This is an optimization exercise on Yosys and OpenROAD, whose aim is small area and a short achievable clock period, not a production implementation. The RTL was checked by simulation tests, not by an equivalence proof against the original design. No activity file was given, so power comes from the tool's default toggle rates.

fjord:
Design lsu_top, start of the top module:
module lsu_top #(
    parameter int ADDR_W = 8
) (
    input  logic        clk,
    input  logic        rst,
    input  logic [4:0]  paddr,
    input  logic        psel,
    input  logic        penable,
    input  logic        pwrite,
    input  logic [31:0] pwdata,
    output logic [31:0] prdata,
    output logic        pready,
    output logic        pslverr
);
    logic [7:0]  base_lo;
    logic [31:0] wdata;
    logic [7:0]  byte_address;
    logic [1:0]  mem_size;
    logic        mem_sign;
    logic        load_ok;
    logic        store_ok;
    logic        misaligned;
    logic        illegal;
    logic [63:0] word_sel_n;
    logic [3:0]  lane_we_n;
    logic [1:0]  mem_size_q;
    logic [31:0] read_word;
    lsu_apb_regs i_regs (
        .clk          (clk),
        .rst          (rst),
        .paddr        (paddr),
        .psel         (psel),
        .penable      (penable),
  ...
For scale: ~2300 flip-flops, ~76 I/O pins.
clock: 7.5 ns
lec_check: 0
cap_margin: 10
core_margin: 2
core_utilization: 70
cts_cluster_diameter: 100
cts_cluster_size: 28
setup_slack_margin: 4.8
slew_margin: 10
synth_memory_max_bits: 16384
standard.sh (not shown) runs the stock make flow with config.mk's settings and CLKGATE_MAP_FILE= SYNTH_SCRIPT=/design/flow/synth_recipe.tcl, a recipe that flattens the netlist after the stock synthesis.
==> flow/flow/run.sh <==
#!/bin/bash
# The standard layout (standard.sh), with two changes to how it is made:
#  - the port buffers are buf_4 cells instead of the default delay-buffer
#    choice (every input and output port still gets its own buffer);
#  - the resizer may change a cell's footprint when it sizes it.
# make's own output goes to flow_make.log here; each ORFS step writes its full
# log under orfs/logs/.
set -euo pipefail
bash standard.sh \
    'BUFFER_PORTS_ARGS=-buffer_cell sky130_fd_sc_hd__buf_4' \
    MATCH_CELL_FOOTPRINT=0 \
    finish > flow_make.log 2>&1
fjord: no failed stages, no open violations at the end
#### Input delta (violet over fjord)
Settings: changing CORE_UTILIZATION from 70 to 60; changing CTS_CLUSTER_DIAMETER from 100 to 80; changing SETUP_SLACK_MARGIN from 4.8 to 4.6; changing CTS_CLUSTER_SIZE from 28 to 24; changing CAP_MARGIN from 10 to 20; changing SLEW_MARGIN from 10 to 20.
==> flow/run.sh (new file) <==
#!/bin/bash
# synth_recipe.tcl (not shown) runs the flow's synth.tcl, then flattens the netlist and writes it again
# the make line also repeats each setting of config.mk as NAME=value (left out here)
make -C /OpenROAD-flow-scripts/flow DESIGN_CONFIG=/design/flow/config.mk WORK_HOME=/design/flow/orfs CLKGATE_MAP_FILE= SYNTH_SCRIPT=/design/flow/synth_recipe.tcl finish
removed: flow/flow/run.sh
removed: flow/standard.sh
Findings:
- Measured against violet, the horizontal die dimension of fjord comes out at 0.927 times the reference value.
- When the final numbers for fjord and violet were put side by side, the data arrival time at the worst-slack endpoint turned out to be smaller in fjord.
- [violet vs fjord] routed wire length: higher in violet
- Compared with fjord, violet is hungrier on power.
- Compared with fjord, violet degrades global-route wire length before repair.
Modified inputs, yarrow compared to violet
Settings: SETUP_SLACK_MARGIN changed from 4.6 to 4.95; CORE_UTILIZATION changed from 60 to 65; SLEW_MARGIN changed from 20 to 10; CTS_CLUSTER_SIZE changed from 24 to 28; CAP_MARGIN changed from 20 to 10; CTS_CLUSTER_DIAMETER changed from 80 to 100.
==> flow/flow/run.sh (new file) <==
#!/bin/bash
# The standard layout (standard.sh), with two changes to how it is made:
#  - the port buffers are buf_4 cells instead of the default delay-buffer
#    choice (every input and output port still gets its own buffer);
#  - the resizer may change a cell's footprint when it sizes it.
# make's own output goes to flow_make.log here; each ORFS step writes its full
# log under orfs/logs/.
set -euo pipefail
bash standard.sh \
    'BUFFER_PORTS_ARGS=-buffer_cell sky130_fd_sc_hd__buf_4' \
    MATCH_CELL_FOOTPRINT=0 \
    finish > flow_make.log 2>&1
==> flow/standard.sh (new file) <==
#!/bin/bash
# synth_recipe.tcl (not shown) runs the flow's synth.tcl, then flattens the netlist and writes it again
# the make line also repeats each setting of config.mk as NAME=value (left out here)
make -C /OpenROAD-flow-scripts/flow DESIGN_CONFIG=/design/flow/config.mk WORK_HOME=/design/flow/orfs CLKGATE_MAP_FILE= SYNTH_SCRIPT=/design/flow/synth_recipe.tcl "${@:-finish}"
removed: flow/run.sh
## What came out
- Final cycle utilization of the critical path in yarrow is 3.8 points below violet.
- From violet to yarrow the numbers moved as follows: violation count after the first detailed-routing iteration rose 147; wire length after detailed routing fell about 3.2%; wire length of the first global-routing pass fell 2.6%; total placed cells including tap cells fell about 2.2%; area of the die fell 7.6%.
- Compared yarrow vs violet, and placer's final routability congestion estimate is up in yarrow.
- The source of the critical timing path comes out i_regs.prdata[11] in one run and i_regs.word_sel_n[20] in the other, namely in yarrow and violet respectively.
#### Input delta (harbor over yarrow)
Settings: changing CTS_CLUSTER_DIAMETER from 100 to 80; changing CAP_MARGIN from 10 to 20; changing CORE_UTILIZATION from 65 to 60; changing SLEW_MARGIN from 10 to 20; changing SETUP_SLACK_MARGIN from 4.95 to 4.9; changing CTS_CLUSTER_SIZE from 28 to 24.
harbor closes out successfully: all stages finished, all timing, DRC and antenna checks passed.
On multi-input logic portion of the cell area, yarrow and harbor are basically level.
Looking only at maximum number of pins on one net before global-route repair, and setting everything else aside, the lower value of yarrow and harbor goes to harbor.
Lower length of routed met2 wiring was reported by yarrow, not harbor.
Area: harbor vs yarrow -> harbor larger
Between yarrow and harbor, setup slack of the critical path after layout decreased.
harbor against yarrow: later-pin clock latency in the skew report higher; number of instances in the placed design grew by 133; number of antenna repair diodes shrank by 7.

* * *

lagoon:
Starting RTL as in the previous note.
Settings: LEC_CHECK=0, CAP_MARGIN=10, CORE_MARGIN=2, CORE_UTILIZATION=65, CTS_CLUSTER_DIAMETER=100, CTS_CLUSTER_SIZE=30, SETUP_SLACK_MARGIN=4.95, SLEW_MARGIN=10, SYNTH_MEMORY_MAX_BITS=16384; clock period 7.5 ns.
==> flow/flow/run.sh <==
#!/bin/bash
# The standard layout (standard.sh), with two changes to how it is made:
#  - the port buffers are buf_4 cells instead of the default delay-buffer
#    choice (every input and output port still gets its own buffer);
#  - the resizer may change a cell's footprint when it sizes it.
# make's own output goes to flow_make.log here; each ORFS step writes its full
# log under orfs/logs/.
set -euo pipefail
bash standard.sh \
    'BUFFER_PORTS_ARGS=-buffer_cell sky130_fd_sc_hd__buf_4' \
    MATCH_CELL_FOOTPRINT=0 \
    finish > flow_make.log 2>&1
The following lists how juniper was set up differently from lagoon:
--- a/flow/config.mk
+++ b/flow/config.mk
@@ -11,3 +11,3 @@
-export CTS_CLUSTER_DIAMETER = 100
-export CTS_CLUSTER_SIZE = 30
-export SETUP_SLACK_MARGIN = 4.95
+export CTS_CLUSTER_DIAMETER = 80
+export CTS_CLUSTER_SIZE = 24
+export SETUP_SLACK_MARGIN = 4.8
- Diff juniper..lagoon | routed wire length | negligible
- Between lagoon and juniper, the relative contribution of the clock network to total power is lower for lagoon.
- Post-synthesis share of cell area spent on xor and xnor gates: lagoon vs juniper identical
- From juniper to lagoon, placeable core region did not move at all.
- Power drawn by the clock network: juniper higher than lagoon

[what the ideal ports hide]
The flow's constraints put no driver on any port. The routed layouts listed below were extracted and timed again, unchanged, in two steps. Step 1 assumes that a clkbuf_16 drives the clock port and a buf_2 every other input. Step 2 adds t to the input delays and takes it off the output delays; t is the mean of the earliest and latest rising clock arrival at the registers after step 1. Input paths then give back, and output paths get back, about the clock's delay inside the block. a / b / c = no drivers / after step 1 / after step 2; a / b = the first two.
run | shift t [ns] | setup WS [ns] | clock arrival spread, ns | slew at the worst register clock pin (ns) | cell pins on the clock port's net
fjord | 0.806 | 4.653 / 4.653 / 4.020 | 0.046 / 0.046 | 0.12 / 0.12 | 1
violet | 0.839 | 4.477 / 4.477 / 3.851 | 0.060 / 0.059 | 0.10 / 0.10 | 1
yarrow | 0.812 | 4.764 / 4.689 / 4.220 | 0.030 / 0.031 | 0.12 / 0.12 | 1
harbor | 0.865 | 4.719 / 4.633 / 4.143 | 0.037 / 0.037 | 0.10 / 0.10 | 1
lagoon | 0.819 | 4.766 / 4.681 / 4.229 | 0.029 / 0.029 | 0.12 / 0.12 | 1
juniper | 0.818 | 4.694 / 4.694 / 4.053 | 0.057 / 0.057 | 0.10 / 0.10 | 1
After both steps setup and hold are still met in every run listed. The setup slack of juniper, which loses most, moves by 0.000 ns with the drivers and by -0.641 ns with both steps.
